What follows belongs to an exercise in optimizing a design on an open flow for small area, a short achievable clock period and few clock cycles per item; a production flow would make more cautious choices. In this exercise RTL edits were held to simulation tests only and were not proved equivalent to the original. Power figures rest on the tool's default switching activity, not on a simulated workload.

### design/flow/run.sh
#!/bin/bash
# synth_recipe.tcl (not shown) runs the flow's synth.tcl, then flattens the netlist and writes it again
# the make line also repeats each setting of config.mk as NAME=value (left out here)
make -C /OpenROAD-flow-scripts/flow DESIGN_CONFIG=/design/flow/config.mk WORK_HOME=/design/flow/orfs CLKGATE_MAP_FILE= SYNTH_SCRIPT=/design/flow/synth_recipe.tcl finish
### design/flow/config.mk
export PLATFORM = sky130hd
export DESIGN_NAME = reg_file_ctrl
export DESIGN_NICKNAME = reg_file_ctrl
export VERILOG_FILES = /design/flow/design.v
export SDC_FILE = /design/flow/constraint.sdc
export NUM_CORES = 4
export LEC_CHECK = 0
export CAP_MARGIN = 20
export CORE_MARGIN = 2
export CORE_UTILIZATION = 40
export CTS_CLUSTER_DIAMETER = 80
export CTS_CLUSTER_SIZE = 24
export PLACE_DENSITY = 0.45
export SETUP_SLACK_MARGIN = 4.8
export SLEW_MARGIN = 20
### design/flow/constraint.sdc
create_clock -name core_clock -period 8.0 [get_ports {clk}]
set_input_delay 1.6000 -clock core_clock [delete_from_list [all_inputs] [get_ports {clk}]]
set_output_delay 1.6000 -clock core_clock [all_outputs]
set_load 0.01 [all_outputs]
### design/flow/design.v
module reg_file_array #(
    parameter int                DATA_W   = 32,
    parameter int                DEPTH    = 64,
    parameter int                LO_N     = 8,
    parameter logic [DATA_W-1:0] ID_VALUE = 32'hACC0_0001
) (
    input  logic                     clk,
    input  logic                     clr,
    input  logic [LO_N-1:0]          wlo,
    input  logic [DEPTH/LO_N-1:0]    whi,
    input  logic [DATA_W-1:0]        wdata,
    input  logic [DATA_W/8-1:0]      wstrb,
    input  logic [LO_N-1:0]          rlo,
    input  logic [DEPTH/LO_N-1:0]    rhi,
    output logic [DATA_W-1:0]        rdata
);
    localparam int NB = DATA_W / 8;
    logic [DEPTH-1:1][DATA_W-1:0] mem;
    logic [DATA_W-1:0]            din;
    logic [NB-1:0]                strb_eff;
    assign din      = clr ? '0 : wdata;
    assign strb_eff = clr ? '1 : wstrb;
    for (genvar i = 1; i < DEPTH; i++) begin : g_row
        logic row_en;
        assign row_en = clr || (whi[i / LO_N] && wlo[i % LO_N]);
        for (genvar b = 0; b < NB; b++) begin : g_byte
            always_ff @(posedge clk) begin
                if (row_en && strb_eff[b])
                    mem[i][b*8 +: 8] <= din[b*8 +: 8];
            end
        end
    end
    always_comb begin
        rdata = (rhi[0] && rlo[0]) ? ID_VALUE : '0;
        for (int i = 1; i < DEPTH; i++)
            if (rhi[i / LO_N] && rlo[i % LO_N])
                rdata = rdata | mem[i];
    end
endmodule
module reg_file_ctrl #(
    parameter int                DATA_W   = 32,
    parameter int                ADDR_W   = 8,
    parameter int                DEPTH    = 64,
    parameter int                RO_COUNT = 1,
    parameter logic [DATA_W-1:0] ID_VALUE = 32'hACC0_0001
) (
    input  logic                  clk,
    input  logic                  reset,
    input  logic                  req_valid,
    output logic                  req_ready,
    input  logic [1:0]            req_op,
    input  logic [ADDR_W-1:0]     req_addr,
    input  logic [DATA_W-1:0]     req_wdata,
    input  logic [DATA_W/8-1:0]   req_wstrb,
    output logic                  rsp_valid,
    input  logic                  rsp_ready,
    output logic [DATA_W-1:0]     rsp_rdata,
    output logic [3:0]            rsp_error,
    output logic [7:0]            err_count
);
    localparam logic [1:0] OP_NOP   = 2'b00;
    localparam logic [1:0] OP_WRITE = 2'b01;
    localparam logic [1:0] OP_READ  = 2'b10;
    localparam logic [1:0] OP_RSVD  = 2'b11;
    localparam logic [1:0] ERR_OK     = 2'd0;
    localparam logic [1:0] ERR_ADDR   = 2'd1;
    localparam logic [1:0] ERR_OPCODE = 2'd2;
    localparam logic [1:0] ERR_RO     = 2'd3;
    localparam int LO_N = 8;             
    localparam int HI_N = DEPTH / LO_N;
    logic             addr_ok;
    logic             addr_ro;
    logic [1:0]       req_err;
    logic             req_rd;
    logic             req_wr;
    assign addr_ok = 32'(req_addr) < DEPTH;
    assign addr_ro = 32'(req_addr) < RO_COUNT;
    always_comb begin
        if (req_op == OP_RSVD)
            req_err = ERR_OPCODE;
        else if (!addr_ok)
            req_err = ERR_ADDR;
        else if (req_op == OP_WRITE && addr_ro)
            req_err = ERR_RO;
        else
            req_err = ERR_OK;
    end
    assign req_rd = (req_op == OP_READ) && addr_ok;
    assign req_wr = (req_op == OP_WRITE) && addr_ok && !addr_ro;
    logic              v0;           
    logic [LO_N-1:0]   p0_rlo;       
    logic [LO_N-1:0]   p0_wlo;       
    logic [HI_N-1:0]   p0_rhi;       
    logic [HI_N-1:0]   p0_whi;       
    logic [1:0]        p0_err;
    logic [DATA_W-1:0] p0_wdata;
    logic [DATA_W/8-1:0] p0_wstrb;
    logic              v1;           
    logic [DATA_W-1:0] rsp_data_q;
    logic [1:0]        rsp_err_q;
    logic              clr_q;        
    logic              full_q;       
    logic              ld1;          
    logic              ld0;          
    logic              rsp_hs;
    logic [DATA_W-1:0] arr_rdata;
    assign ld1       = !v1 || rsp_ready;
    assign ld0       = !v0 || ld1;
    assign req_ready = reset && (rsp_ready || !full_q);
    assign rsp_hs    = v1 && rsp_ready;
    always_ff @(posedge clk) begin
        if (!reset)
            v0 <= 1'b0;
        else if (ld0)
            v0 <= req_valid;
    end
    always_ff @(posedge clk) begin
        if (ld0) begin
            for (int k = 0; k < LO_N; k++)
                p0_rlo[k] <= req_addr[2:0] == 3'(k);
            for (int k = 0; k < LO_N; k++)
                p0_wlo[k] <= req_addr[2:0] == 3'(k);
            for (int k = 0; k < HI_N; k++) begin
                p0_rhi[k] <= req_rd && req_addr[5:3] == 3'(k);
                p0_whi[k] <= req_wr && req_addr[5:3] == 3'(k);
            end
            p0_err   <= req_err;
            p0_wdata <= req_wdata;
            p0_wstrb <= req_wstrb;
        end
    end
    always_ff @(posedge clk) begin
        if (!reset)
            v1 <= 1'b0;
        else if (ld1)
            v1 <= v0;
    end
    always_ff @(posedge clk) begin
        if (!reset)
            full_q <= 1'b0;
        else
            full_q <= (ld0 ? req_valid : v0) && (ld1 ? v0 : v1);
    end
    always_ff @(posedge clk)
        clr_q <= !reset;
    always_ff @(posedge clk) begin
        if (ld1) begin
            rsp_data_q <= arr_rdata;
            rsp_err_q  <= p0_err;
        end
    end
    assign rsp_valid = v1;
    assign rsp_rdata = rsp_data_q;
    assign rsp_error = {2'b00, rsp_err_q};
    always_ff @(posedge clk) begin
        if (!reset)
            err_count <= 8'd0;
        else if (rsp_hs && rsp_err_q != ERR_OK && err_count != 8'hFF)
            err_count <= err_count + 8'd1;
    end
    reg_file_array #(
        .DATA_W   (DATA_W),
        .DEPTH    (DEPTH),
        .LO_N     (LO_N),
        .ID_VALUE (ID_VALUE)
    ) u_array (
        .clk   (clk),
        .clr   (clr_q),
        .wlo   (p0_wlo),
        .whi   (v0 ? p0_whi : '0),
        .wdata (p0_wdata),
        .wstrb (p0_wstrb),
        .rlo   (p0_rlo),
        .rhi   (p0_rhi),
        .rdata (arr_rdata)
    );
endmodule
==> impl_metrics.py, run 1 <==
metrics = {
    "logic_synthesis": {
        "ys.flop_type": "edfxtp_1",
        "synth_edf_count": 2112,
        "synth_warnings": 2,
        "seq_area_frac_synth_pct": 80.9,
        "ys_async_sr_fraction_pct": 0,
        "synth.distinct_cells": 57,
        "ys_ff_latch": 2124,
        "syn_inst": 4546,
        "syn_area_per_cell_sq_um": 17.3,
        "syn_area_sq_um": 78700,
    },
    "worst_setup_path": {
        "cp.arrival_ns": 2.02,
        "critPathKind": "in -> out",
        "crit_required_ns": 6.40,
        "cp_max_fo": 2,
        "startpoint_type": "input pin",
        "cp-end-kind": "output pin",
    },
    "drt": {
        "vias": 49600,
        "vias_per_cell": 6.67,
        "first_pass_iters": 6,
        "drtIter0Drc": 9297,
        "routed_wl_um": 332000,
        "drc": 0,
        "ant_nets": 0,
        "wire_per_inst_um": 44.6,
    },
    "floorplanning": {
        "die_y_um": 447,
        "rows": 162,
        "die-width_um": 447,
        "start_util_pct": 40.3,
        "die-area_sq_um": 200000,
        "ios": 96,
        "coreArea_sq_um": 195000,
    },
    "power": {
        "power.density_nw_per_um2": 252,
        "swShare_pct": 24.7,
        "clkPwrFrac_pct": 33.8,
        "finalPower_mw": 22.5,
        "power_frac_seq_pct": 58.9,
        "power.leakage_nw": 28.6,
        "pwr-share-comb_pct": 7.3,
        "ir_worst_vdd_mv": 0.193,
        "p_sw_mw": 5.56,
        "p_int_mw": 17.0,
    },
    "clocking": {
        "ctsLongestPathBuffers": 3,
        "clkTransAtPathRegs_ns": 0.08,
        "cts_root_buf": "clkbuf_16",
        "clk_latency_ns": 0.84,
        "cts_max_level": 4,
        "cts_buffers": 133,
        "clock_sinks": 2124,
        "hold_buffers": 0,
        "cts_tree": "done",
    },
    "final_layout": {
        "nets": 4764,
        "final_area_sq_um": 89400,
        "area_growth_pct": 13.6,
        "drive_gt1_share_pct": 16.0,
    },
    "timing": {
        "slew-limit-headroom_pct": 8.21,
        "fin_crit_sh_pct": 45.3,
        "final.setup.tns_ns": 0,
        "setup_violations": 0,
        "hold_violations": 0,
        "fmax_ghz": 0.276,
        "worst_pin_slew_ns": 1.38,
        "fin_crit_ns": 3.62,
        "slew_violations": 0,
        "rsz0062_at_grt": "yes",
        "skew_ns": 0.0297,
    },
    "global_route": {
        "track_usage_pct": 32.6,
        "grt_max_degree": 82,
        "antenna_found_initial": 16,
        "grt_pass1_vias": 46000,
        "grt_pass1_wl_um": 435000,
        "overflow": 0,
    },
    "place": {
        "portBuffers": 93,
        "gp_congestion": 0.920,
        "dpl-instance-area_sq_um": 84300,
        "dp_hpwl_um": 198000,
    },
    "hold_path": {
        "holdCritPathClass": "reg -> reg",
    },
    "run": {
        "maxCapViolCount": 0,
    },
    "status": {
        "status": "complete, no violations",
    },
}
[sequential cells by signal (all words and copies together) (netlist names), 2 cells and up]
| register | cells |
|---|---|
| u_array.mem | 2016 |
| p0_wdata | 32 |
| rsp_data_q | 32 |
| err_count | 8 |
| p0_rhi | 8 |
| p0_whi | 8 |
| p0_wlo | 8 |
| p0_wstrb | 4 |
| p0_err | 2 |
| rsp_err_q | 2 |
[cell type report]
class,instances,area (sq um)
tap,2624,3280
antenna,5,12.5
clock inverter,90,995
multi-input combinational,2053,14600
fill,17000,106000
timing repair buffer,381,3340
clock buffer,142,3400
inverter,20,98.8
sequential,2124,63700
[metrics by stage]
stage | std cells | hold slack, ns | utilization, % | setup WS (ns)
after detailed placement | 7191 | 0.432 | 43.2 | 3.41
final | 7439 | 0.447 | 45.8 | 4.38
after floorplan | 4547 | 0.400 | - | 4.48
after global placement | 7188 | 0.411 | 43.1 | 3.38
after CTS | 7431 | 0.453 | 45.6 | 4.36
after global routing | 7435 | 0.482 | 45.8 | 4.33
[Yosys cell counts (32+ instances only)]
library cell / n / share of area, %
edfxtp_1: 2112 / 81
nor2_1: 351 / 1.7
buf_2: 44 / 0.28
nand4_1: 44 / 0.35
nor2b_1: 36 / 0.29
nand2_1: 35 / 0.17
nor4_1: 32 / 0.25
buf_1: 95 / 0.45
a222oi_1: 140 / 1.8
and2_1: 37 / 0.29
a21oi_1: 207 / 1.3
o22ai_1: 136 / 1.1
clkbuf_1: 197 / 0.94
a32oi_1: 73 / 0.81
a221oi_1: 46 / 0.51
nor3_1: 42 / 0.27
a22o_1: 59 / 0.66
a22oi_1: 568 / 5.4
nand3_1: 51 / 0.32
[worst max-delay path: stages]
cell and delay [ns]:
buf_8 0.08, clkinvlp_4 0.11, a21oi_4 0.13, buf_6 0.11
[path summary, 6_finish.rpt]
| path | startpoint | end | slack [ns] | cells past startpoint |
|---|---|---|---|---|
| worst max register to register | p0_rhi[5] | rsp_data_q[2] | 4.69 | 7 |
| worst max-delay path | reset | req_ready | 4.38 | 4 |
| worst min register to register | p0_err[1] | rsp_err_q[1] | 0.45 | 0 |
| worst min-delay path | p0_err[1] | rsp_err_q[1] | 0.45 | 0 |
[per-layer routing]
layer / track usage (%) / routed length, um / vias up / share of wire (%)
met5: 0 / 14 / - / 0.0042
met4: 10.1 / 12000 / 4 / 3.6
met3: 5.76 / 32600 / 487 / 9.8
met2: 50.3 / 151000 / 3188 / 46
met1: 47.1 / 136000 / 26700 / 41
li1: - / - / 19200 / -
[repair_timing]
item	in CTS	in global routing
pin swaps	3	8
resized for setup	223	48
buffers inserted	7	1
cloned	1	1
endpoints found under the setup margin	973	139
[power by group through the flow]
stage / sequential [mW] / clock, mW / combinational [mW]
2_1_floorplan: 13.5 / 0 / 0.594
3_3_place_gp: 13.5 / 0 / 1.58
3_5_place_dp: 13.5 / 0 / 1.59
4_1_cts: 13.3 / 7.65 / 1.61
5_1_grt: 13.3 / 8.04 / 1.66
6_report: 13.3 / 7.61 / 1.65
[cell families after synthesis]
logic type / synth area share [%]
flip-flops: 80.9
AO/OA/AOI/OAI: 12.7
AND/OR/NAND/NOR: 4.39
buffers and inverters: 1.90
XOR/XNOR: 0.0668
adder cells (fa/ha/maj): 0.0159
other: 0.00477
[cells in the final DEF, fill, tap and decap left out, drive strengths merged, types with 13 or more instances in the layout]
cell type / n
a22oi: 570
a31oi: 13
nor2b: 36
nand4: 44
clkdlybuf4s50: 47
dlygate4sd2: 25
a221oi: 46
nor3: 42
clkinv: 41
nor2: 351
o22a: 17
o221ai: 13
a32o: 22
o22ai: 136
nor4: 32
a222oi: 140
buf: 302
or4: 20
a21oi: 207
o21ai: 14
inv: 46
and3: 22
edfxtp: 2112
and2: 41
nand2: 35
a32oi: 73
nand3: 51
a22o: 59
clkbuf: 144
Testbench counts, summed over its fixed seeds: cycles 16,016, items 16,000.
==> run 2, diff against run 1 <==
==> design/flow/flow/run.sh (new file) <==
#!/bin/bash
set -euo pipefail
cd "$(dirname "$0")/.."
export CTS_ARGS="-sink_clustering_enable -repair_clock_nets -sink_clustering_size 24 -sink_clustering_max_diameter 80 -dont_use_dummy_load"
export BUFFER_PORTS_ARGS="-buffer_cell sky130_fd_sc_hd__buf_1"
bash standard.sh finish > standard.log 2>&1
test -f out/final.def
==> design/flow/standard.sh (new file) <==
#!/bin/bash
# synth_recipe.tcl (not shown) runs the flow's synth.tcl, then flattens the netlist and writes it again
# the make line also repeats each setting of config.mk as NAME=value (left out here)
make -C /OpenROAD-flow-scripts/flow DESIGN_CONFIG=/design/flow/config.mk WORK_HOME=/design/flow/orfs CLKGATE_MAP_FILE= SYNTH_SCRIPT=/design/flow/synth_recipe.tcl "${@:-finish}"
removed: design/flow/run.sh
==> run 2 against run 1 <==
Net effect:
- register-to-register slack worse by 0.02 ns
- clock skew up 0.057 ns
- synthesized cell count unchanged
- still clean on timing, DRC and antenna
- global-route usage up 0.21 points
- first-iteration DRC count about the same
- largest cell class unchanged
- maximum frequency up 2.8%
- worst hold slack worse by 0.021 ns
==> impl_metrics.py, run 2 <==
metrics = {
    "floorplanning": {
        "die_y_um": 447,
        "die-area_sq_um": 200000,
        "start_util_pct": 40.3,
        "die-width_um": 447,
        "ios": 96,
        "coreArea_sq_um": 195000,
        "rows": 162,
    },
    "timing": {
        "hold_slack_ns": 0.427,
        "fmax_ghz": 0.284,
        "slew_violations": 0,
        "setup_violations": 0,
        "fin_crit_sh_pct": 44.1,
        "worst_pin_slew_ns": 1.33,
        "final.setup.tns_ns": 0,
        "rsz0062_at_grt": "yes",
        "worst_slack_ns": 4.47,
        "slew-limit-headroom_pct": 11.5,
        "hold_violations": 0,
        "fin_crit_ns": 3.53,
        "skew_ns": 0.0868,
    },
    "logic_synthesis": {
        "synth_edf_count": 2112,
        "syn_inst": 4546,
        "synthTopCellsByArea": "edfxtp_1 (81%), a22oi_1 (5.4%), a222oi_1 (1.8%), nor2_1 (1.7%), a21oi_1 (1.3%)",
        "seq_area_frac_synth_pct": 80.9,
        "syn_area_sq_um": 78700,
        "yosys-top-cells-count": "edfxtp_1 (2112), a22oi_1 (568), nor2_1 (351)",
        "synth_top_area_share_pct": 80.6,
        "syn_area_per_cell_sq_um": 17.3,
        "yosysMostFrequentCell": "edfxtp_1",
        "synth_warnings": 2,
        "yosysTopAreaCell": "edfxtp_1",
        "ys_ff_latch": 2124,
        "synth.distinct_cells": 57,
        "ys.flop_type": "edfxtp_1",
        "ys_async_sr_fraction_pct": 0,
    },
    "worst_setup_path": {
        "endpoint": "req_ready",
        "cpLargestDelayFamily": "buffers and inverters",
        "cp.arrival_ns": 1.93,
        "critical_path_depth": 4,
        "cp_slowest_cell": "buf_6",
        "cp_max_fo": 2,
        "path_cells": "buf_8 > inv_8 > a21oi_4 > buf_6",
        "crit_start": "reset",
        "crit_required_ns": 6.40,
        "startpoint_type": "input pin",
        "reg2reg_depth": 6,
        "reg2reg_to": "rsp_data_q[9]",
        "crit_path_max_incr_delay_ns": 0.11,
        "rr_startpoint": "p0_rhi[3]",
        "critical_path_buf_inv_count": 3,
        "rrSetupSlack_ns": 4.67,
        "cp-end-kind": "output pin",
        "critPathKind": "in -> out",
    },
    "final_layout": {
        "drive_gt1_share_pct": 13.8,
        "instances_no_fill": 7338,
        "utilization_pct": 44.9,
        "largest_reg_flops": 2016,
        "nets": 4764,
        "reg.largest.list": "u_array.mem (2016), p0_wdata (32), rsp_data_q (32)",
        "area_growth_pct": 11.5,
        "final_cell_mix": "edfxtp_1 (2112), a22oi_1 (567), buf_4 (247), nor2_1 (222), a21oi_1 (195)",
        "final_common_cell": "edfxtp_1",
        "top_register": "u_array.mem",
        "fillerInstances": 17100,
    },
    "power": {
        "clkPwrFrac_pct": 29.5,
        "power.leakage_nw": 27.7,
        "p_int_mw": 16.0,
        "pwr-share-comb_pct": 7.8,
        "p_sw_mw": 5.15,
        "power_frac_seq_pct": 62.8,
        "power.density_nw_per_um2": 241,
        "ir_worst_vdd_mv": 0.182,
        "swShare_pct": 24.3,
    },
    "place": {
        "gp_congestion": 0.934,
        "dp.cells": 7197,
        "dp_hpwl_um": 203000,
        "dpl_worst_slack_ns": 3.83,
        "portBuffers": 93,
    },
    "clocking": {
        "cts_tree": "done",
        "clkTransAtPathRegs_ns": 0.07,
        "cts_buffers": 121,
        "cts_max_level": 3,
        "cts_root_buf": "clkbuf_16",
        "clk_latency_ns": 0.83,
        "clock_sinks": 2124,
        "ctsLongestPathBuffers": 3,
    },
    "drt": {
        "first_pass_iters": 7,
        "drtIter0Drc": 9295,
        "vias_per_cell": 6.74,
        "vias": 49400,
        "wire_per_inst_um": 45.7,
        "routed_wl_um": 336000,
        "ant_nets": 0,
        "drc": 0,
    },
    "global_route": {
        "use_met3_pct": 5.67,
        "grt_max_degree": 84,
        "track_usage_pct": 32.8,
        "use_met1_pct": 47.4,
        "grt_busiest_layer": "met2",
        "grt_pass1_vias": 45900,
        "antenna_found_initial": 8,
        "grt_pass1_wl_um": 439000,
        "overflow": 0,
        "use_met2_pct": 50.6,
    },
    "hold_path": {
        "holdCritPathClass": "reg -> reg",
    },
    "run": {
        "maxCapViolCount": 0,
    },
    "status": {
        "status": "complete, no violations",
    },
}
run 2: cell counts after synthesis:
No cell type changed its count.
run 2: area by class of cell:
class / count / area [sq um] / share of cell area (%)
antenna: 3 / 7.51 / 0.00856
clock buffer: 121 / 3030 / 3.45
inverter: 20 / 146 / 0.167
multi-input combinational: 2053 / 14500 / 16.6
sequential: 2124 / 63700 / 72.6
tap: 2624 / 3280 / 3.74
timing repair buffer: 393 / 3050 / 3.48
run 2: logic make-up (layout without fill, tap and decap cells):
kind of cell / count (synthesis) / in the layout / share of synthesized area [%]
compound gates: 1334 / 1334 / 12.7
xor+xnor: 6 / 6 / 0.0668
fa+ha+maj: 1 / 1 / 0.0159
buf+inv: 370 / 534 / 1.90
flops: 2124 / 2124 / 80.9
other cells: 1 / 5 / 0.00477
simple gates: 710 / 710 / 4.39
run 2: per-stage QoR:
stage               power (mW)  area, sq um
floorplan                 14.1        78700
global placement          15.1        83700
detailed placement        15.1        83800
CTS                       21.1        87400
global route              21.6        87700
finish                    21.2        87700
run 2: how the worst min path moves through the flow:
stage,cells past startpoint,start,slack (ns),to
floorplan,0,p0_err[0],0.40,rsp_err_q[0]
global placement,0,p0_err[1],0.43,rsp_err_q[1]
detailed placement,0,p0_err[1],0.41,rsp_err_q[1]
CTS,0,p0_err[1],0.42,rsp_err_q[1]
global route,0,p0_err[1],0.44,rsp_err_q[1]
finish,0,p0_err[1],0.43,rsp_err_q[1]
run 2: repair_timing:
action                                  4_1_cts  5_1_grt
endpoints found under the setup margin      943       17
hold buffers                                  0        0
buffers inserted                              6        6
resized for setup                           152       37
gates cloned                                  0        3
hold endpoints to repair                      0        0
pin swaps                                     6        3
run 2: power by group through the flow:
stage               clock (mW)  combinational (mW)  sequential [mW]
detailed placement           0                1.56             13.5
floorplan                    0               0.594             13.5
CTS                       6.26                1.60             13.3
global route              6.61                1.66             13.3
global placement             0                1.55             13.5
finish                    6.24                1.65             13.3
run 2: layer usage:
layer,wire length [um],vias up
li1,-,19100
met1,136000,26400
met2,152000,3391
met3,34300,531
met4,13100,4
met5,26,-
==> run 3, diff against run 2 <==
--- a/design/flow/design.v
+++ b/design/flow/design.v
@@ -30,11 +30,18 @@
             end
         end
     end
+    logic [DEPTH/LO_N-1:0][DATA_W-1:0] grp;
     always_comb begin
-        rdata = (rhi[0] && rlo[0]) ? ID_VALUE : '0;
-        for (int i = 1; i < DEPTH; i++)
-            if (rhi[i / LO_N] && rlo[i % LO_N])
-                rdata = rdata | mem[i];
+        for (int g = 0; g < DEPTH / LO_N; g++) begin
+            grp[g] = (g == 0 && rlo[0]) ? ID_VALUE : '0;
+            for (int k = 0; k < LO_N; k++)
+                if (g * LO_N + k > 0 && rlo[k])
+                    grp[g] = grp[g] | mem[g * LO_N + k];
+        end
+        rdata = '0;
+        for (int g = 0; g < DEPTH / LO_N; g++)
+            if (rhi[g])
+                rdata = rdata | grp[g];
     end
 endmodule
 module reg_file_ctrl #(
@@ -117,12 +124,12 @@
     always_ff @(posedge clk) begin
         if (ld0) begin
             for (int k = 0; k < LO_N; k++)
-                p0_rlo[k] <= req_addr[2:0] == 3'(k);
+                p0_rlo[k] <= req_addr[5:0] % LO_N == k;
             for (int k = 0; k < LO_N; k++)
-                p0_wlo[k] <= req_addr[2:0] == 3'(k);
+                p0_wlo[k] <= req_addr[5:0] % LO_N == k;
             for (int k = 0; k < HI_N; k++) begin
-                p0_rhi[k] <= req_rd && req_addr[5:3] == 3'(k);
-                p0_whi[k] <= req_wr && req_addr[5:3] == 3'(k);
+                p0_rhi[k] <= req_rd && req_addr[5:0] / LO_N == k;
+                p0_whi[k] <= req_wr && req_addr[5:0] / LO_N == k;
             end
             p0_err   <= req_err;
             p0_wdata <= req_wdata;
==> run 3 against run 2 <==
Net effect:
- still clean
- register-to-register slack better by 0.11 ns
- worst hold slack better by 0.0045 ns
- synthesized area is 1.7% lower
- critical path depth stayed put
- clock power is 3% higher
- sequential share of layout area is 2.4 points higher
- global-route usage is 7.8 points lower
- sequential cell count stayed put
==> impl_metrics.py, run 3 <==
metrics = {
    "drt": {
        "wire_per_inst_um": 36.4,
        "drc": 0,
        "ant_nets": 0,
        "routed_wl_um": 250000,
        "first_pass_iters": 7,
        "drtIter0Drc": 4642,
        "vias": 42400,
        "vias_per_cell": 6.17,
    },
    "timing": {
        "rsz0062_at_grt": "yes",
        "worst_slack_ns": 4.38,
        "final.setup.tns_ns": 0,
        "worst_pin_slew_ns": 1.28,
        "hold_violations": 0,
        "slew-limit-headroom_pct": 14.5,
        "skew_ns": 0.0607,
        "fin_crit_sh_pct": 45.3,
        "fin_crit_ns": 3.62,
        "fmax_ghz": 0.276,
        "slew_violations": 0,
        "setup_violations": 0,
    },
    "hold_path": {
        "min_to": "rsp_err_q[1]",
        "holdPathStages": 0,
        "holdCritPathClass": "reg -> reg",
        "min_from": "p0_err[1]",
    },
    "floorplanning": {
        "coreArea_sq_um": 192000,
        "start_util_pct": 40.2,
        "die-width_um": 444,
        "rows": 161,
        "ios": 96,
        "die-area_sq_um": 197000,
        "die_y_um": 444,
    },
    "final_layout": {
        "seq_area_sq_um": 63700,
        "final_cell_mix": "edfxtp_1 (2112), a22oi_1 (1000), nor2_2 (196), nand4_1 (161), clkbuf_16 (130)",
        "multi_input_area_sq_um": 13300,
        "drive_gt1_share_pct": 12.9,
        "top_register": "u_array.mem",
        "reg.largest.list": "u_array.mem (2016), p0_wdata (32), rsp_data_q (32)",
        "final_common_cell": "edfxtp_1",
        "final_area_sq_um": 85000,
        "nets": 4397,
        "area_growth_pct": 9.88,
        "instances_no_fill": 6872,
        "fillerInstances": 16700,
        "largest_reg_flops": 2016,
    },
    "worst_setup_path": {
        "cp.arrival_ns": 2.02,
        "startpoint_type": "input pin",
        "rrSetupSlack_ns": 4.78,
        "cp_max_fo": 3,
        "critical_path_buf_inv_count": 3,
        "cp-end-kind": "output pin",
        "crit_path_max_incr_delay_ns": 0.13,
        "reg2reg_depth": 4,
        "reg2reg_to": "u_array.mem[836]",
        "cp_slowest_cell": "a21oi_4",
        "cpLargestDelayFamily": "buffers and inverters",
        "path_cells": "buf_2 > inv_1 > a21oi_4 > buf_6",
        "rr_startpoint": "clr_q",
        "critPathKind": "in -> out",
        "crit_required_ns": 6.40,
    },
    "global_route": {
        "grt_pass1_wl_um": 345000,
        "grt_pass1_vias": 42200,
        "antenna_found_initial": 6,
        "overflow": 0,
        "track_usage_pct": 25.0,
        "grt_max_degree": 122,
    },
    "logic_synthesis": {
        "ys.flop_type": "edfxtp_1",
        "synth.distinct_cells": 43,
        "yosysTopAreaCell": "edfxtp_1",
        "syn_inst": 4296,
        "syn_area_per_cell_sq_um": 18.0,
        "synth_top_area_share_pct": 82.0,
        "yosys-top-cells-count": "edfxtp_1 (2112), a22oi_1 (1000), nor2_1 (275)",
        "synth_warnings": 3,
        "yosysMostFrequentCell": "edfxtp_1",
        "synth_edf_count": 2112,
        "syn_area_sq_um": 77300,
        "ys_ff_latch": 2124,
        "ys_async_sr_fraction_pct": 0,
        "synthTopCellsByArea": "edfxtp_1 (82%), a22oi_1 (9.7%), nor2_1 (1.3%), nand4_1 (1.3%), a41oi_1 (1.1%)",
        "seq_area_frac_synth_pct": 82.3,
    },
    "clocking": {
        "cts_tree": "done",
        "cts_max_level": 4,
        "clock_sinks": 2124,
        "clkTransAtPathRegs_ns": 0.07,
        "cts_root_buf": "clkbuf_16",
        "cts_buffers": 130,
        "clk_latency_ns": 0.80,
        "hold_buffers": 0,
        "ctsLongestPathBuffers": 3,
    },
    "place": {
        "dpl_worst_slack_ns": 4.08,
        "portBuffers": 93,
        "dp.cells": 6737,
        "dpl-instance-area_sq_um": 81100,
        "dp_hpwl_um": 147000,
        "gp_congestion": 0.797,
    },
    "power": {
        "ir_worst_vdd_mv": 0.136,
        "power.density_nw_per_um2": 250,
        "finalPower_mw": 21.2,
        "power.leakage_nw": 26.6,
    },
    "status": {
        "status": "complete, no violations",
    },
    "run": {
        "maxCapViolCount": 0,
    },
}
[run 3: cell count changes in the layout (fill, tap and decap cells not counted), sizes merged, moves of 36 or more]
cell / before / now
buf: 390 / 219
a22o: 59 / 0
a32oi: 73 / 0
nand4: 44 / 161
a22oi: 570 / 1000
o22ai: 136 / 0
nor3: 42 / 6
nor2: 351 / 275
a21oi: 207 / 152
a41oi: 1 / 96
a222oi: 140 / 25
a221oi: 46 / 0
[run 3: metal layers]
layer,GRT usage (%),vias up,wire (um)
li1,-,17900,-
met1,35.8,22800,111000
met2,39.3,1425,117000
met3,4.37,252,15100
met4,6.98,0,6820
met5,0,-,0
[run 3: cell families after synthesis]
group                      share of synthesized area, %
xor gates and xnor gates                         0.0113
buffers and inverters                              1.72
other                                           0.00485
and+or+nand+nor                                    3.54
muxes                                            0.0129
adders and majority gates                        0.0162
DFF                                                82.3
AOI/OAI and AO/OA                                  12.4
[run 3: worst max path at each step]
stage | slack [ns] | depth (start not counted) | end | start
global route | 4.36 | 4 | req_ready | reset
detailed placement | 4.08 | 4 | req_ready | reset
global placement | 4.07 | 4 | req_ready | reset
floorplan | 4.47 | 3 | req_ready | reset
finish | 4.38 | 4 | req_ready | rsp_ready
CTS | 4.36 | 4 | req_ready | rsp_ready
[run 3: what timing repair did]
action,4_1_cts,5_1_grt
endpoints found under the setup margin,1579,319
gates cloned,0,0
pin swaps,1,0
resized for setup,184,42
setup buffers,3,0
[run 3: per-stage QoR]
step | hold WS (ns) | utilization [%]
2_1_floorplan | 0.400 | -
3_3_place_gp | 0.413 | 42.1
3_5_place_dp | 0.409 | 42.1
4_1_cts | 0.434 | 44.1
5_1_grt | 0.443 | 44.2
6_report | 0.431 | 44.2
[run 3: report_power, final]
group	total (mW)	internal, mW	switching, mW
clock	6.40	2.89	3.50
sequential	13.3	13.1	0.235
combinational	1.54	0.312	1.23
[run 3: area by class of cell]
| cell class | count | share of cell area (%) |
|---|---|---|
| flip-flops and latches | 2124 | 74.9 |
| multi-input cells | 1863 | 15.7 |
| clock buffers | 130 | 3.83 |
| well taps | 2526 | 3.72 |
| repair buffers | 219 | 1.79 |
| inverters | 8 | 0.0398 |
| diodes | 2 | 0.00589 |
Testbench counts of run 3, summed over its fixed seeds: cycles 16,016, items 16,000.
==> run 4, diff against run 3 <==
--- a/design/flow/config.mk
+++ b/design/flow/config.mk
@@ -7,9 +7,9 @@
 export LEC_CHECK = 0
 export CAP_MARGIN = 20
 export CORE_MARGIN = 2
-export CORE_UTILIZATION = 40
+export CORE_UTILIZATION = 50
 export CTS_CLUSTER_DIAMETER = 80
 export CTS_CLUSTER_SIZE = 24
-export PLACE_DENSITY = 0.45
+export PLACE_DENSITY = 0.55
 export SETUP_SLACK_MARGIN = 4.8
 export SLEW_MARGIN = 20
==> run 4 against run 3 <==
Net effect:
- still clean
- register-to-register slack lost 0.06 ns
- worst setup slack gained 0.081 ns
- sequential cell count is the same
- critical path type unchanged
- largest cell class unchanged
- highest routed layer is now met5
==> impl_metrics.py, run 4 <==
metrics = {
    "status": {
        "status": "complete, no violations",
    },
    "global_route": {
        "grt_pass1_wl_um": 323000,
        "grt_pass1_vias": 41100,
        "track_usage_pct": 29.2,
        "overflow": 0,
        "grt_max_degree": 114,
        "antenna_found_initial": 5,
    },
    "timing": {
        "fin_crit_sh_pct": 44.3,
        "worst_slack_ns": 4.46,
        "slew-limit-headroom_pct": 12.2,
        "worst_pin_slew_ns": 1.32,
        "skew_ns": 0.0550,
        "fin_crit_ns": 3.54,
        "setup_violations": 0,
        "slew_violations": 0,
        "hold_violations": 0,
        "fmax_ghz": 0.282,
        "final.setup.tns_ns": 0,
        "rsz0062_at_grt": "yes",
    },
    "drt": {
        "drtIter0Drc": 6346,
        "routed_wl_um": 234000,
        "first_pass_iters": 6,
        "ant_nets": 0,
        "vias": 43100,
        "vias_per_cell": 6.76,
        "wire_per_inst_um": 36.8,
        "drc": 0,
    },
    "place": {
        "portBuffers": 93,
        "dp_hpwl_um": 138000,
        "gp_congestion": 0.868,
        "dpl_worst_slack_ns": 4.15,
    },
    "worst_setup_path": {
        "cp_slowest_cell": "a21oi_4",
        "crit_required_ns": 6.40,
        "cp.arrival_ns": 1.94,
        "cpLargestDelayFamily": "buffers and inverters",
        "rr_startpoint": "p0_wlo[2]",
        "critPathKind": "in -> out",
        "reg2reg_to": "rsp_data_q[2]",
        "reg2reg_depth": 6,
        "crit_path_max_incr_delay_ns": 0.11,
        "cp_max_fo": 3,
        "startpoint_type": "input pin",
        "path_cells": "buf_8 > inv_4 > a21oi_4 > buf_6",
        "rrSetupSlack_ns": 4.72,
        "critical_path_buf_inv_count": 3,
        "cp-end-kind": "output pin",
    },
    "logic_synthesis": {
        "ys.flop_type": "edfxtp_1",
        "yosysMostFrequentCell": "edfxtp_1",
        "syn_area_sq_um": 77300,
        "synth.distinct_cells": 43,
        "synth_top_area_share_pct": 82.0,
        "synth_xor_area_share_pct": 0.0113,
        "ys_async_sr_fraction_pct": 0,
        "synthMuxAreaShare_pct": 0.0129,
        "synth_edf_count": 2112,
        "yosysTopAreaCell": "edfxtp_1",
        "yosys-top-cells-count": "edfxtp_1 (2112), a22oi_1 (1000), nor2_1 (275)",
        "synthTopCellsByArea": "edfxtp_1 (82%), a22oi_1 (9.7%), nor2_1 (1.3%), nand4_1 (1.3%), a41oi_1 (1.1%)",
        "ys_ff_latch": 2124,
        "syn_inst": 4296,
        "synthAdderAreaFrac_pct": 0.0162,
        "synth_warnings": 3,
        "synthSimpleGateAreaFrac_pct": 3.54,
        "synth_top_family_by_area": "compound AO/OA/AOI/OAI gates",
        "synth_compound_area_share_pct": 12.4,
        "syn_area_per_cell_sq_um": 18.0,
        "seq_area_frac_synth_pct": 82.3,
    },
    "clocking": {
        "clk_latency_ns": 0.77,
        "clock_sinks": 2124,
        "cts_tree": "done",
        "cts_buffers": 112,
        "cts_max_level": 3,
        "cts_root_buf": "clkbuf_16",
        "ctsLongestPathBuffers": 3,
        "hold_buffers": 0,
        "clkTransAtPathRegs_ns": 0.08,
    },
    "final_layout": {
        "final_common_cell": "edfxtp_1",
        "seq_area_sq_um": 63700,
        "largest_reg_flops": 2016,
        "nets": 4374,
        "area_growth_pct": 8.61,
        "reg.largest.list": "u_array.mem (2016), p0_wdata (32), rsp_data_q (32)",
        "multi_input_area_sq_um": 13500,
        "final_cell_mix": "edfxtp_1 (2112), a22oi_1 (1000), nor2_2 (236), nand4_1 (161), clkbuf_16 (113)",
        "top_register": "u_array.mem",
        "fillerInstances": 12100,
        "drive_gt1_share_pct": 13.3,
    },
    "floorplanning": {
        "die_y_um": 397,
        "rows": 144,
        "die-width_um": 397,
        "ios": 96,
        "start_util_pct": 50.3,
        "coreArea_sq_um": 154000,
        "die-area_sq_um": 158000,
    },
    "hold_path": {
        "holdCritPathClass": "reg -> reg",
        "min_to": "rsp_err_q[1]",
        "holdPathStages": 0,
        "min_from": "p0_err[1]",
    },
    "power": {
        "ir_worst_vdd_mv": 0.204,
        "power.leakage_nw": 26.4,
        "power.density_nw_per_um2": 246,
    },
    "run": {
        "maxCapViolCount": 0,
    },
}
## run 4: worst max path at each step
stage | from | to | depth (start not counted)
after global routing | rsp_ready | req_ready | 4
after CTS | rsp_ready | req_ready | 4
after floorplan | reset | req_ready | 3
after detailed placement | reset | req_ready | 4
final | rsp_ready | req_ready | 4
after global placement | reset | req_ready | 4
## run 4: per-layer routing
metal / routed length, um / global-route usage (%) / vias to the layer above
met5: 26 / 0 / -
met4: 7820 / 9.05 / 4
met3: 22100 / 5.14 / 304
met2: 106000 / 43.9 / 2287
met1: 97700 / 44.0 / 22700
li1: - / - / 17800
## run 4: where the power goes
part / total (mW) / internal [mW] / switching, mW
sequential: 13.3 / 13.1 / 0.235
combinational: 1.50 / 0.309 / 1.19
clock: 5.82 / 2.48 / 3.34
total: 20.6 / 15.9 / 4.76
## run 4: cell type report
class | count | share of cell area, %
Inverter | 8 | 0.0477
Antenna cell | 3 | 0.00894
Timing Repair Buffer | 214 | 1.74
Clock buffer | 112 | 3.34
Multi-Input combinational cell | 1863 | 16.0
Tap cell | 2044 | 3.04
Sequential cell | 2124 | 75.8
## run 4: what timing repair did
action,CTS,global route
endpoints found under the setup margin,1405,1453
setup buffers,1,2
resized for setup,82,188
pin swaps,2,1
endpoints found under the hold margin,0,0
cloned,0,1
## run 4: cell families after synthesis
group                      after synthesis
DFF                                   2124
adders and majority gates                1
and+or+nand+nor                        561
buffers and inverters                  310
other                                    1
muxes                                    1
xor gates and xnor gates                 1
AOI/OAI and AO/OA                     1297
## run 4: metrics by stage
| step | hold WS (ns) | area, sq um | cells | util (%) | power, mW |
|---|---|---|---|---|---|
| floorplan | 0.400 | 77400 | 4297 | - | 14.2 |
| global placement | 0.405 | 80400 | 6249 | 52.3 | 15.0 |
| detailed placement | 0.420 | 80400 | 6249 | 52.3 | 15.0 |
| CTS | 0.403 | 83500 | 6362 | 54.2 | 20.7 |
| global route | 0.413 | 84000 | 6365 | 54.6 | 21.2 |
| finish | 0.405 | 84000 | 6368 | 54.6 | 20.6 |
==> run 5, diff against run 4 <==
--- a/design/flow/config.mk
+++ b/design/flow/config.mk
@@ -7,9 +7,9 @@
 export LEC_CHECK = 0
 export CAP_MARGIN = 20
 export CORE_MARGIN = 2
-export CORE_UTILIZATION = 50
+export CORE_UTILIZATION = 60
 export CTS_CLUSTER_DIAMETER = 80
 export CTS_CLUSTER_SIZE = 24
-export PLACE_DENSITY = 0.55
+export PLACE_DENSITY = 0.65
 export SETUP_SLACK_MARGIN = 4.8
 export SLEW_MARGIN = 20
==> run 5 against run 4 <==
Net effect:
- first-iteration DRC count grew 9.9%
- sequential share of layout area increased by 0.98 points
- critical path depth unchanged
- combinational power about the same
- clock-buffer cell count down 12
- cell count decreased by 6.2%
- sequential cell count did not move
- sequential power barely moved
==> impl_metrics.py, run 5 <==
metrics = {
    "final_layout": {
        "largest_reg_flops": 2016,
        "fillerInstances": 8729,
        "top_register": "u_array.mem",
        "nets": 4356,
        "reg.largest.list": "u_array.mem (2016), p0_wdata (32), rsp_data_q (32)",
        "area_growth_pct": 7.23,
        "instances_no_fill": 5973,
        "drive_gt1_share_pct": 9.53,
        "final_common_cell": "edfxtp_1",
        "final_cell_mix": "edfxtp_1 (2112), a22oi_1 (1000), nor2_1 (170), nand4_1 (161), a21oi_1 (113)",
    },
    "logic_synthesis": {
        "syn_area_sq_um": 77300,
        "synth_edf_count": 2112,
        "seq_area_frac_synth_pct": 82.3,
        "ys.flop_type": "edfxtp_1",
        "syn_area_per_cell_sq_um": 18.0,
        "yosysMostFrequentCell": "edfxtp_1",
        "synth_xor_area_share_pct": 0.0113,
        "synth_compound_area_share_pct": 12.4,
        "synthMuxAreaShare_pct": 0.0129,
        "synthTopCellsByArea": "edfxtp_1 (82%), a22oi_1 (9.7%), nor2_1 (1.3%), nand4_1 (1.3%), a41oi_1 (1.1%)",
        "yosysTopAreaCell": "edfxtp_1",
        "synthAdderAreaFrac_pct": 0.0162,
        "synthSimpleGateAreaFrac_pct": 3.54,
        "synth.distinct_cells": 43,
        "synth_top_area_share_pct": 82.0,
        "ys_ff_latch": 2124,
        "ys_async_sr_fraction_pct": 0,
        "synth_top_family_by_area": "compound AO/OA/AOI/OAI gates",
        "yosys-top-cells-count": "edfxtp_1 (2112), a22oi_1 (1000), nor2_1 (275)",
        "synth_warnings": 3,
        "syn_inst": 4296,
    },
    "timing": {
        "setup_violations": 0,
        "final.setup.tns_ns": 0,
        "fin_crit_ns": 3.61,
        "fmax_ghz": 0.277,
        "hold_violations": 0,
        "rsz0062_at_grt": "yes",
        "slew_violations": 0,
        "slew-limit-headroom_pct": 11.7,
        "skew_ns": 0.0555,
        "worst_pin_slew_ns": 1.32,
        "worst_slack_ns": 4.39,
        "fin_crit_sh_pct": 45.1,
    },
    "worst_setup_path": {
        "crit_required_ns": 6.40,
        "cp-end-kind": "output pin",
        "cp_max_fo": 2,
        "startpoint_type": "input pin",
        "cp.arrival_ns": 2.01,
        "critPathKind": "in -> out",
    },
    "place": {
        "dpl_worst_slack_ns": 4.18,
        "portBuffers": 93,
        "dp.cells": 5859,
        "dp_hpwl_um": 123000,
        "gp_congestion": 0.848,
    },
    "clocking": {
        "clk_latency_ns": 0.73,
        "clock_sinks": 2124,
        "cts_max_level": 3,
        "ctsLongestPathBuffers": 3,
        "cts_tree": "done",
        "hold_buffers": 0,
        "cts_buffers": 100,
        "clkTransAtPathRegs_ns": 0.09,
        "cts_root_buf": "clkbuf_16",
    },
    "power": {
        "power_frac_seq_pct": 65.8,
        "ir_worst_vdd_mv": 0.172,
        "swShare_pct": 22.8,
        "p_sw_mw": 4.62,
        "p_int_mw": 15.6,
        "power.leakage_nw": 26.2,
        "pwr-share-comb_pct": 7.3,
        "power.density_nw_per_um2": 244,
        "clkPwrFrac_pct": 26.9,
    },
    "drt": {
        "first_pass_iters": 7,
        "vias": 43100,
        "wire_per_inst_um": 36.5,
        "ant_nets": 0,
        "drc": 0,
        "drtIter0Drc": 6974,
        "vias_per_cell": 7.22,
        "routed_wl_um": 218000,
    },
    "floorplanning": {
        "die-width_um": 363,
        "ios": 96,
        "coreArea_sq_um": 128000,
        "rows": 131,
        "start_util_pct": 60.6,
        "die_y_um": 363,
        "die-area_sq_um": 132000,
    },
    "global_route": {
        "grt_pass1_wl_um": 305000,
        "track_usage_pct": 32.9,
        "antenna_found_initial": 11,
        "grt_pass1_vias": 40700,
        "grt_max_degree": 133,
        "overflow": 0,
    },
    "run": {
        "maxCapViolCount": 0,
    },
    "hold_path": {
        "holdCritPathClass": "reg -> reg",
    },
    "status": {
        "status": "complete, no violations",
    },
}
==> run 5: layout make-up <==
class	instances	area (sq um)	area share, %
Antenna cell	8	20.0	0.0241
Clock buffer	100	2500	3.02
Inverter	8	33.8	0.0407
Multi-Input combinational cell	1863	13200	15.9
Sequential cell	2124	63700	76.8
Tap cell	1662	2080	2.51
Timing Repair Buffer	208	1450	1.75
==> run 5: cell families after synthesis <==
kind of cell / Yosys count
DFF: 2124
AOI/OAI and AO/OA: 1297
other: 1
xor gates and xnor gates: 1
buffers and inverters: 310
and+or+nand+nor: 561
adders and majority gates: 1
muxes: 1
==> run 5: worst max-delay path, cell delays in order <==
cell and delay (ns):
buf_8 0.08, clkinvlp_4 0.09, a21oi_4 0.11, buf_2 0.13
==> run 5: final timing paths <==
path                            cells past startpoint            end  slack [ns]      start
worst max-delay path                                4      req_ready        4.39      reset
worst min-delay path                                0   rsp_err_q[0]        0.43  p0_err[0]
worst min register to register                      0   rsp_err_q[0]        0.43  p0_err[0]
worst max register to register                      6  rsp_data_q[1]        4.83  p0_wlo[2]
==> run 5: per-layer routing <==
metal  track usage (%)  vias up  routed length, um  part of all wire (%)
li1                  -    17800                  -                     -
met1              48.2    22200              84400                    39
met2              48.1     2791              98200                    45
met3              9.23      343              27600                    13
met4              11.1       18               7460                   3.4
met5             0.399        -                194                 0.089
==> run 5: power groups by stage <==
| stage | logic, mW | clock network [mW] | registers, mW |
|---|---|---|---|
| after CTS | 1.44 | 5.45 | 13.3 |
| after floorplan | 0.752 | 0 | 13.5 |
| after global routing | 1.54 | 5.79 | 13.4 |
| after detailed placement | 1.41 | 0 | 13.6 |
| final | 1.47 | 5.45 | 13.3 |
| after global placement | 1.39 | 0 | 13.5 |
==> run 5: stage by stage <==
step / hold slack, ns / area, sq um / power, mW / util (%)
global route: 0.442 / 82900 / 20.7 / 64.9
global placement: 0.407 / 79800 / 14.9 / 62.5
finish: 0.430 / 82900 / 20.2 / 64.9
detailed placement: 0.417 / 79800 / 15.0 / 62.5
CTS: 0.430 / 82700 / 20.2 / 64.7
floorplan: 0.400 / 77400 / 14.2 / -
==> run 5: repair_timing <==
action                     4_1_cts  5_1_grt
resized for setup               88       40
setup endpoints to repair     1487      367
gates cloned                     1        0
setup buffers                    2        1
==> run 6, diff against run 5 <==
==> design/flow/flow/run.sh (replaced) <==
#!/bin/bash
set -euo pipefail
cd "$(dirname "$0")/.."
export CTS_ARGS="-sink_clustering_enable -repair_clock_nets -sink_clustering_size 28 -sink_clustering_max_diameter 85 -dont_use_dummy_load"
export BUFFER_PORTS_ARGS="-buffer_cell sky130_fd_sc_hd__buf_1"
bash standard.sh finish > standard.log 2>&1
test -f out/final.def
--- a/design/flow/config.mk
+++ b/design/flow/config.mk
@@ -7,9 +7,9 @@
 export LEC_CHECK = 0
 export CAP_MARGIN = 20
 export CORE_MARGIN = 2
-export CORE_UTILIZATION = 60
-export CTS_CLUSTER_DIAMETER = 80
-export CTS_CLUSTER_SIZE = 24
-export PLACE_DENSITY = 0.65
+export CORE_UTILIZATION = 40
+export CTS_CLUSTER_DIAMETER = 85
+export CTS_CLUSTER_SIZE = 28
+export PLACE_DENSITY = 0.45
 export SETUP_SLACK_MARGIN = 4.8
 export SLEW_MARGIN = 20
==> run 6 against run 5 <==
Net effect:
- cell count rose by 15%
- synthesized cell count is the same
- non-clock buffer count up 17
- cell area rose by 1.9%
- register-to-register slack worse by 0.04 ns
- die area up 49%
- synthesized area unchanged
- critical path depth stayed put
- power rose by 3.1%
- sequential cell count did not move
- maximum frequency is 0.38% lower
- largest cell class unchanged
- highest routed layer unchanged
==> impl_metrics.py, run 6 <==
metrics = {
    "power": {
        "pwr-share-comb_pct": 7.4,
        "p_sw_mw": 4.91,
        "clkPwrFrac_pct": 28.8,
        "p_int_mw": 15.9,
        "power_frac_seq_pct": 63.8,
        "power.density_nw_per_um2": 247,
        "swShare_pct": 23.6,
        "ir_worst_vdd_mv": 0.173,
        "power.leakage_nw": 26.5,
    },
    "worst_setup_path": {
        "reg2reg_to": "u_array.mem[883]",
        "crit_required_ns": 6.40,
        "rrSetupSlack_ns": 4.79,
        "cp_max_fo": 3,
        "startpoint_type": "input pin",
        "critPathKind": "in -> out",
        "reg2reg_depth": 3,
        "cp.arrival_ns": 2.02,
        "cp-end-kind": "output pin",
        "rr_startpoint": "v0",
    },
    "drt": {
        "drtIter0Drc": 4805,
        "vias": 42400,
        "drc": 0,
        "ant_nets": 0,
        "vias_per_cell": 6.17,
        "first_pass_iters": 5,
        "wire_per_inst_um": 36.5,
        "routed_wl_um": 250000,
    },
    "final_layout": {
        "fillerInstances": 16800,
        "multi_input_area_sq_um": 13200,
        "nets": 4388,
        "seq_area_sq_um": 63700,
        "final_area_sq_um": 84500,
        "drive_gt1_share_pct": 11.4,
        "top_register": "u_array.mem",
        "final_cell_mix": "edfxtp_1 (2112), a22oi_1 (1000), nand4_1 (161), nor2_2 (141), nor2_1 (129)",
        "final_common_cell": "edfxtp_1",
        "area_growth_pct": 9.30,
        "utilization_pct": 43.9,
        "largest_reg_flops": 2016,
        "reg.largest.list": "u_array.mem (2016), p0_wdata (32), rsp_data_q (32)",
    },
    "hold_path": {
        "min_from": "p0_err[1]",
        "holdPathStages": 0,
        "min_to": "rsp_err_q[1]",
        "holdCritPathClass": "reg -> reg",
    },
    "global_route": {
        "antenna_found_initial": 10,
        "grt_pass1_wl_um": 345000,
        "grt_pass1_vias": 42000,
        "overflow": 0,
        "track_usage_pct": 24.9,
        "grt_max_degree": 122,
    },
    "timing": {
        "setup_violations": 0,
        "fin_crit_sh_pct": 45.3,
        "rsz0062_at_grt": "yes",
        "worst_slack_ns": 4.38,
        "fmax_ghz": 0.276,
        "final.setup.tns_ns": 0,
        "hold_violations": 0,
        "slew-limit-headroom_pct": 12.4,
        "slew_violations": 0,
        "worst_pin_slew_ns": 1.31,
        "skew_ns": 0.0913,
        "hold_slack_ns": 0.432,
        "fin_crit_ns": 3.62,
    },
    "place": {
        "dp_hpwl_um": 147000,
        "dpl-instance-area_sq_um": 81100,
        "gp_congestion": 0.797,
        "dpl_worst_slack_ns": 4.08,
        "portBuffers": 93,
    },
    "logic_synthesis": {
        "synth.distinct_cells": 43,
        "ys_ff_latch": 2124,
        "ys.flop_type": "edfxtp_1",
        "syn_area_sq_um": 77300,
        "synthTopCellsByArea": "edfxtp_1 (82%), a22oi_1 (9.7%), nor2_1 (1.3%), nand4_1 (1.3%), a41oi_1 (1.1%)",
        "yosys-top-cells-count": "edfxtp_1 (2112), a22oi_1 (1000), nor2_1 (275)",
        "syn_inst": 4296,
        "seq_area_frac_synth_pct": 82.3,
        "yosysTopAreaCell": "edfxtp_1",
        "ys_async_sr_fraction_pct": 0,
        "synth_top_area_share_pct": 82.0,
        "yosysMostFrequentCell": "edfxtp_1",
        "synth_warnings": 3,
        "synth_edf_count": 2112,
        "syn_area_per_cell_sq_um": 18.0,
    },
    "floorplanning": {
        "die-width_um": 444,
        "rows": 161,
        "start_util_pct": 40.2,
        "ios": 96,
        "die-area_sq_um": 197000,
        "die_y_um": 444,
        "coreArea_sq_um": 192000,
    },
    "clocking": {
        "cts_buffers": 115,
        "clock_sinks": 2124,
        "clk_latency_ns": 0.82,
        "clkTransAtPathRegs_ns": 0.08,
        "ctsLongestPathBuffers": 3,
        "cts_root_buf": "clkbuf_16",
        "cts_max_level": 3,
        "cts_tree": "done",
    },
    "status": {
        "status": "complete, no violations",
    },
    "run": {
        "maxCapViolCount": 0,
    },
}
==> run 6: what timing repair did <==
action                     in CTS  in global routing
resized for setup             102                 68
setup buffers                   4                  4
pin swaps                       1                  0
hold buffers                    0                  0
setup endpoints to repair    1600                757
cloned                          0                  0
==> run 6: stage by stage <==
stage               total power, mW  instances
CTS                            21.0       6856
global route                   21.5       6862
detailed placement             15.1       6737
finish                         20.8       6867
global placement               15.1       6737
floorplan                      14.2       4297
==> run 6: final cells by class <==
class,count,area share [%]
diodes,6,0.0178
repair buffers,225,1.88
clock buffers,115,3.40
inverters,8,0.0400
flip-flops and latches,2124,75.3
well taps,2526,3.74
multi-input cells,1863,15.6
==> run 6: how the worst max path moves through the flow <==
stage | start | slack, ns | end
3_5_place_dp | reset | 4.08 | req_ready
4_1_cts | rsp_ready | 4.36 | req_ready
2_1_floorplan | reset | 4.47 | req_ready
3_3_place_gp | reset | 4.07 | req_ready
6_report | rsp_ready | 4.38 | req_ready
5_1_grt | reset | 4.36 | req_ready
==> run 6: power by group through the flow <==
stage	Clock [mW]	Combinational [mW]	Sequential, mW
floorplan	0	0.752	13.5
detailed placement	0	1.52	13.6
global route	6.46	1.64	13.4
finish	5.99	1.54	13.3
global placement	0	1.51	13.6
CTS	6.10	1.54	13.3
==> run 6: per-layer routing <==
layer	wire, um	track usage (%)
met5	55	0
met4	5840	6.13
met3	15500	4.03
met2	118000	39.6
met1	111000	35.9
==> run 6: cell families after synthesis <==
logic type	synth area share, %
DFF	82.3
AOI/OAI and AO/OA	12.4
and+or+nand+nor	3.54
buffers and inverters	1.72
adders and majority gates	0.0162
other	0.00485
xor gates and xnor gates	0.0113
muxes	0.0129
==> run 6: worst max-delay path, cell delays in order <==
cell,delay (ns)
buf_2,0.11
inv_1,0.06
a21oi_4,0.13
buf_6,0.12
==> run 7, diff against run 6 <==
--- a/design/flow/config.mk
+++ b/design/flow/config.mk
@@ -7,9 +7,9 @@
 export LEC_CHECK = 0
 export CAP_MARGIN = 20
 export CORE_MARGIN = 2
-export CORE_UTILIZATION = 40
+export CORE_UTILIZATION = 50
 export CTS_CLUSTER_DIAMETER = 85
 export CTS_CLUSTER_SIZE = 28
-export PLACE_DENSITY = 0.45
+export PLACE_DENSITY = 0.55
 export SETUP_SLACK_MARGIN = 4.8
 export SLEW_MARGIN = 20
==> run 7 against run 6 <==
Net effect:
- still clean on timing, DRC and antenna
- clock-buffer cell count fell by 21
- power fell by 3.3%
- synthesized area did not move
- via count rose by 1.5%
- maximum frequency rose by 2.2%
- first-iteration DRC count rose by 40%
- highest routed layer unchanged
==> impl_metrics.py, run 7 <==
metrics = {
    "clocking": {
        "clkTransAtPathRegs_ns": 0.08,
        "clock_sinks": 2124,
        "cts_max_level": 3,
        "cts_buffers": 94,
        "cts_root_buf": "clkbuf_16",
        "ctsLongestPathBuffers": 3,
        "clk_latency_ns": 0.75,
        "hold_buffers": 0,
        "cts_tree": "done",
    },
    "worst_setup_path": {
        "cpLargestDelayFamily": "buffers and inverters",
        "startpoint_type": "input pin",
        "critPathKind": "in -> out",
        "crit_required_ns": 6.40,
        "path_cells": "buf_8 > inv_4 > a21oi_4 > buf_6",
        "cp-end-kind": "output pin",
        "crit_path_max_incr_delay_ns": 0.12,
        "cp.arrival_ns": 1.94,
        "cp_max_fo": 3,
        "critical_path_buf_inv_count": 3,
        "cp_slowest_cell": "a21oi_4",
    },
    "logic_synthesis": {
        "synth_edf_count": 2112,
        "yosys-top-cells-count": "edfxtp_1 (2112), a22oi_1 (1000), nor2_1 (275)",
        "synthTopCellsByArea": "edfxtp_1 (82%), a22oi_1 (9.7%), nor2_1 (1.3%), nand4_1 (1.3%), a41oi_1 (1.1%)",
        "synth_warnings": 3,
        "syn_area_sq_um": 77300,
        "yosysTopAreaCell": "edfxtp_1",
        "syn_area_per_cell_sq_um": 18.0,
        "ys_ff_latch": 2124,
        "ys.flop_type": "edfxtp_1",
        "syn_inst": 4296,
        "seq_area_frac_synth_pct": 82.3,
        "ys_async_sr_fraction_pct": 0,
        "synth.distinct_cells": 43,
        "yosysMostFrequentCell": "edfxtp_1",
        "synth_top_area_share_pct": 82.0,
    },
    "floorplanning": {
        "rows": 144,
        "die_y_um": 397,
        "die-width_um": 397,
        "coreArea_sq_um": 154000,
        "die-area_sq_um": 158000,
        "start_util_pct": 50.3,
        "ios": 96,
    },
    "final_layout": {
        "utilization_pct": 54.3,
        "top_register": "u_array.mem",
        "seq_area_sq_um": 63700,
        "multi_input_area_sq_um": 13400,
        "fillerInstances": 12100,
        "area_growth_pct": 7.98,
        "final_common_cell": "edfxtp_1",
        "largest_reg_flops": 2016,
        "n_antenna_cell": 0,
        "final_cell_mix": "edfxtp_1 (2112), a22oi_1 (1000), nor2_2 (218), nand4_1 (161), a21oi_1 (106)",
        "drive_gt1_share_pct": 12.5,
        "instances_no_fill": 6348,
        "reg.largest.list": "u_array.mem (2016), p0_wdata (32), rsp_data_q (32)",
        "nets": 4357,
    },
    "drt": {
        "first_pass_iters": 6,
        "vias_per_cell": 6.78,
        "drtIter0Drc": 6736,
        "ant_nets": 0,
        "wire_per_inst_um": 36.8,
        "drc": 0,
        "vias": 43000,
        "routed_wl_um": 234000,
    },
    "place": {
        "gp_congestion": 0.868,
        "dp_hpwl_um": 138000,
        "dp.cells": 6249,
        "portBuffers": 93,
    },
    "timing": {
        "skew_ns": 0.0499,
        "fin_crit_ns": 3.54,
        "slew_violations": 0,
        "fmax_ghz": 0.282,
        "final.setup.tns_ns": 0,
        "fin_crit_sh_pct": 44.3,
        "slew-limit-headroom_pct": 12.0,
        "hold_violations": 0,
        "worst_pin_slew_ns": 1.32,
        "setup_violations": 0,
        "rsz0062_at_grt": "yes",
    },
    "power": {
        "power.density_nw_per_um2": 241,
        "ir_worst_vdd_mv": 0.171,
        "power.leakage_nw": 26.1,
        "finalPower_mw": 20.2,
    },
    "run": {
        "maxCapViolCount": 0,
    },
    "global_route": {
        "grt_max_degree": 114,
        "grt_pass1_vias": 40900,
        "antenna_found_initial": 3,
        "grt_pass1_wl_um": 323000,
        "track_usage_pct": 29.1,
        "overflow": 0,
    },
    "status": {
        "status": "complete, no violations",
    },
    "hold_path": {
        "holdCritPathClass": "reg -> reg",
    },
}
run 7: cell counts after synthesis:
Identical to the previous run, type by type.
run 7: layout make-up:
cell class / instances / area share, %
sequential: 2124 / 76.2
clock buffer: 94 / 2.82
inverter: 8 / 0.0479
timing repair buffer: 215 / 1.78
multi-input combinational: 1863 / 16.1
tap: 2044 / 3.06
run 7: layer usage:
layer,vias up,wire length (um),track usage [%]
li1,17800,-,-
met4,4,7670,9.62
met5,-,173,0
met2,2366,106000,43.6
met1,22600,97500,44.0
met3,261,21900,4.66
run 7: cell families (layout without fill, tap and decap cells):
| family | Yosys count | count (layout) | synth area share [%] |
|---|---|---|---|
| compound gates | 1297 | 1297 | 12.4 |
| xor+xnor | 1 | 1 | 0.0113 |
| fa+ha+maj | 1 | 1 | 0.0162 |
| buf+inv | 310 | 317 | 1.72 |
| flops | 2124 | 2124 | 82.3 |
| mux | 1 | 1 | 0.0129 |
| other cells | 1 | 2 | 0.00485 |
| simple gates | 561 | 561 | 3.54 |
run 7: what timing repair did:
item	4_1_cts	5_1_grt
gates resized for setup	105	144
gates cloned	0	1
setup endpoints to repair	1542	1423
setup buffers	1	3
pin swaps	1	1
run 7: power breakdown:
part,switching [mW],internal [mW],leakage (nW)
Clock,3.24,2.11,1.16
Combinational,1.19,0.309,4.00
Sequential,0.232,13.1,21.0
Total,4.67,15.5,26.1
run 7: path summary, 6_finish.rpt:
| check | from | to | slack, ns | cells after the start |
|---|---|---|---|---|
| hold / removal | p0_err[1] | rsp_err_q[1] | 0.43 | 0 |
| setup / recovery | rsp_ready | req_ready | 4.46 | 4 |
| hold reg to reg | p0_err[1] | rsp_err_q[1] | 0.43 | 0 |
| setup reg to reg | p0_wlo[5] | rsp_data_q[5] | 4.72 | 6 |
run 7: worst register-to-register path, delay by kind of cell, from the launching register on:
| family | cells | cell delay, ns |
|---|---|---|
| AO/OA/AOI/OAI | 2 | 0.96 |
| AND/OR/NAND/NOR | 2 | 0.80 |
| buffers and inverters | 2 | 0.64 |
| flip-flops | 1 | 0.42 |
run 7: per-stage QoR:
stage               area, sq um  hold slack (ns)  setup WS [ns]
floorplan                 77400            0.400           4.47
global placement          80400            0.405           4.11
detailed placement        80400            0.420           4.15
CTS                       83100            0.425           4.46
global route              83500            0.440           4.44
finish                    83500            0.428           4.46
==> run 8, diff against run 7 <==
--- a/design/flow/config.mk
+++ b/design/flow/config.mk
@@ -7,9 +7,9 @@
 export LEC_CHECK = 0
 export CAP_MARGIN = 20
 export CORE_MARGIN = 2
-export CORE_UTILIZATION = 50
+export CORE_UTILIZATION = 60
 export CTS_CLUSTER_DIAMETER = 85
 export CTS_CLUSTER_SIZE = 28
-export PLACE_DENSITY = 0.55
+export PLACE_DENSITY = 0.65
 export SETUP_SLACK_MARGIN = 4.8
 export SLEW_MARGIN = 20
==> run 8 against run 7 <==
Net effect:
- power down 1.7%
- first-iteration DRC count up 5.0%
- clock power decreased by 5.6%
- synthesized cell count did not move
- clock skew down 0.0029 ns
- register-to-register slack better by 0.06 ns
- highest routed layer unchanged
- die area fell by 17%
- non-clock buffer count shrank 5
- largest power group unchanged
- cell count is 6.2% lower
==> impl_metrics.py, run 8 <==
metrics = {
    "run": {
        "maxCapViolCount": 0,
    },
    "timing": {
        "setup_violations": 0,
        "final.setup.tns_ns": 0,
        "slew-limit-headroom_pct": 8.00,
        "rsz0062_at_grt": "yes",
        "fmax_ghz": 0.283,
        "fin_crit_ns": 3.54,
        "hold_violations": 0,
    },
    "logic_synthesis": {
        "seq_area_frac_synth_pct": 82.3,
        "synth_xor_area_share_pct": 0.0113,
        "synth_edf_count": 2112,
        "yosysTopAreaCell": "edfxtp_1",
        "synth_warnings": 3,
        "syn_area_sq_um": 77300,
        "synth_top_area_share_pct": 82.0,
        "syn_inst": 4296,
        "synthMuxAreaShare_pct": 0.0129,
        "synth_compound_area_share_pct": 12.4,
        "ys_async_sr_fraction_pct": 0,
        "ys.flop_type": "edfxtp_1",
    },
    "final_layout": {
        "area_growth_pct": 6.79,
        "final_cell_mix": "edfxtp_1 (2112), a22oi_1 (1000), nor2_1 (162), nand4_1 (161), a21oi_1 (114)",
        "final_area_sq_um": 82600,
        "reg.largest.list": "u_array.mem (2016), p0_wdata (32), rsp_data_q (32)",
        "top_register": "u_array.mem",
        "nets": 4343,
        "final_common_cell": "edfxtp_1",
    },
    "floorplanning": {
        "ios": 96,
        "coreArea_sq_um": 128000,
        "start_util_pct": 60.6,
        "die-area_sq_um": 132000,
        "die-width_um": 363,
        "die_y_um": 363,
        "rows": 131,
    },
    "global_route": {
        "antenna_found_initial": 14,
        "grt_pass1_vias": 40700,
        "overflow": 0,
        "grt_busiest_layer": "met1",
        "track_usage_pct": 32.7,
        "grt_pass1_wl_um": 304000,
    },
    "clocking": {
        "cts_max_level": 3,
        "cts_buffers": 85,
        "ctsLongestPathBuffers": 3,
        "clkTransAtPathRegs_ns": 0.10,
        "cts_tree": "done",
        "cts_root_buf": "clkbuf_16",
        "clk_latency_ns": 0.74,
    },
    "power": {
        "power.density_nw_per_um2": 240,
        "power.leakage_nw": 26.0,
        "power_frac_seq_pct": 67.1,
        "p_sw_mw": 4.53,
        "swShare_pct": 22.8,
        "p_int_mw": 15.3,
        "finalPower_mw": 19.8,
        "clkPwrFrac_pct": 25.5,
    },
    "place": {
        "gp_congestion": 0.848,
        "dp_hpwl_um": 123000,
        "dpl-instance-area_sq_um": 79800,
    },
    "status": {
        "status": "complete, no violations",
    },
    "drt": {
        "vias": 42900,
        "ant_nets": 0,
        "drc": 0,
        "vias_per_cell": 7.21,
        "drtIter0Drc": 7073,
        "routed_wl_um": 217000,
    },
    "worst_setup_path": {
        "rr_startpoint": "p0_wlo[1]",
        "cp.arrival_ns": 1.94,
        "crit_required_ns": 6.40,
        "cp_max_fo": 2,
    },
    "hold_path": {
        "min_from": "p0_err[0]",
        "min_to": "rsp_err_q[0]",
    },
}
run 8: cell counts after synthesis:
No cell type changed its count.
run 8: cell type report:
class	count	area [sq um]
Tap cell	1662	2080
Antenna cell	3	7.51
Fill cell	8751	45100
Timing Repair Buffer	210	1470
Clock buffer	85	2130
Multi-Input combinational cell	1863	13200
Inverter	8	40.0
Sequential cell	2124	63700
run 8: worst max-delay path, delay by kind of cell:
kind            cells  cell delay (ns)
compound gates      1             0.09
buf+inv             3             0.25
run 8: repair_timing:
| action | 4_1_cts | 5_1_grt |
|---|---|---|
| endpoints found under the setup margin | 1428 | 452 |
| pin swaps | 1 | 0 |
| cloned | 1 | 0 |
| gates resized for setup | 90 | 50 |
| buffers inserted | 3 | 2 |
run 8: worst max path at each step:
stage,startpoint,to,slack [ns],depth (start not counted)
CTS,reset,req_ready,4.46,4
floorplan,reset,req_ready,4.47,3
detailed placement,reset,req_ready,4.18,4
global placement,reset,req_ready,4.18,4
global route,reset,req_ready,4.45,4
finish,reset,req_ready,4.46,4
run 8: power by group through the flow:
stage,sequential (mW),clock (mW),combinational [mW]
4_1_cts,13.3,5.07,1.44
5_1_grt,13.4,5.40,1.54
3_3_place_gp,13.5,0,1.39
6_report,13.3,5.05,1.47
2_1_floorplan,13.5,0,0.752
3_5_place_dp,13.6,0,1.41
run 8: stage by stage:
| stage | hold slack, ns | std cells | setup slack [ns] |
|---|---|---|---|
| 4_1_cts | 0.433 | 5948 | 4.46 |
| 3_3_place_gp | 0.407 | 5857 | 4.18 |
| 3_5_place_dp | 0.417 | 5859 | 4.18 |
| 6_report | 0.432 | 5955 | 4.46 |
| 5_1_grt | 0.445 | 5952 | 4.45 |
| 2_1_floorplan | 0.400 | 4297 | 4.47 |
run 8: metal layers:
metal | vias to the layer above | routed length (um)
li1 | 17700 | -
met1 | 22100 | 84200
met2 | 2689 | 97400
met3 | 343 | 26800
met4 | 28 | 7800
met5 | - | 507
run 8: cells by family after synthesis:
group,after synthesis
buffers and inverters,310
AO/OA/AOI/OAI,1297
AND/OR/NAND/NOR,561
XOR/XNOR,1
other,1
multiplexers,1
flip-flops,2124
adder cells (fa/ha/maj),1

separate check: timing with driven ports:
In the flow no input, the clock included, has a driving cell. The finished layouts below were timed again as built, in two steps.
Step 1 sets driving cells, clkbuf_16 on the clock port and buf_2 on the other inputs (assumed; they add their load-dependent delay and slew).
Step 2 also shifts input and output timing later by t, the mid clock arrival at the registers, as if the neighbouring blocks saw the same clock.
Three values: ideal ports, drivers, drivers and shift; two values: the first two.
run | shift t [ns] | setup WS [ns]
run 1 | 0.906 | 4.376 / 4.325 / 4.258
run 2 | 0.881 | 4.474 / 4.404 / 4.083
run 3 | 0.855 | 4.375 / 4.329 / 4.329
run 4 | 0.832 | 4.456 / 4.394 / 4.394
run 5 | 0.782 | 4.391 / 4.338 / 4.338
run 6 | 0.856 | 4.377 / 4.330 / 4.330
run 7 | 0.809 | 4.455 / 4.391 / 4.391
run 8 | 0.789 | 4.465 / 4.403 / 4.403
After both steps every run listed still meets setup and hold.
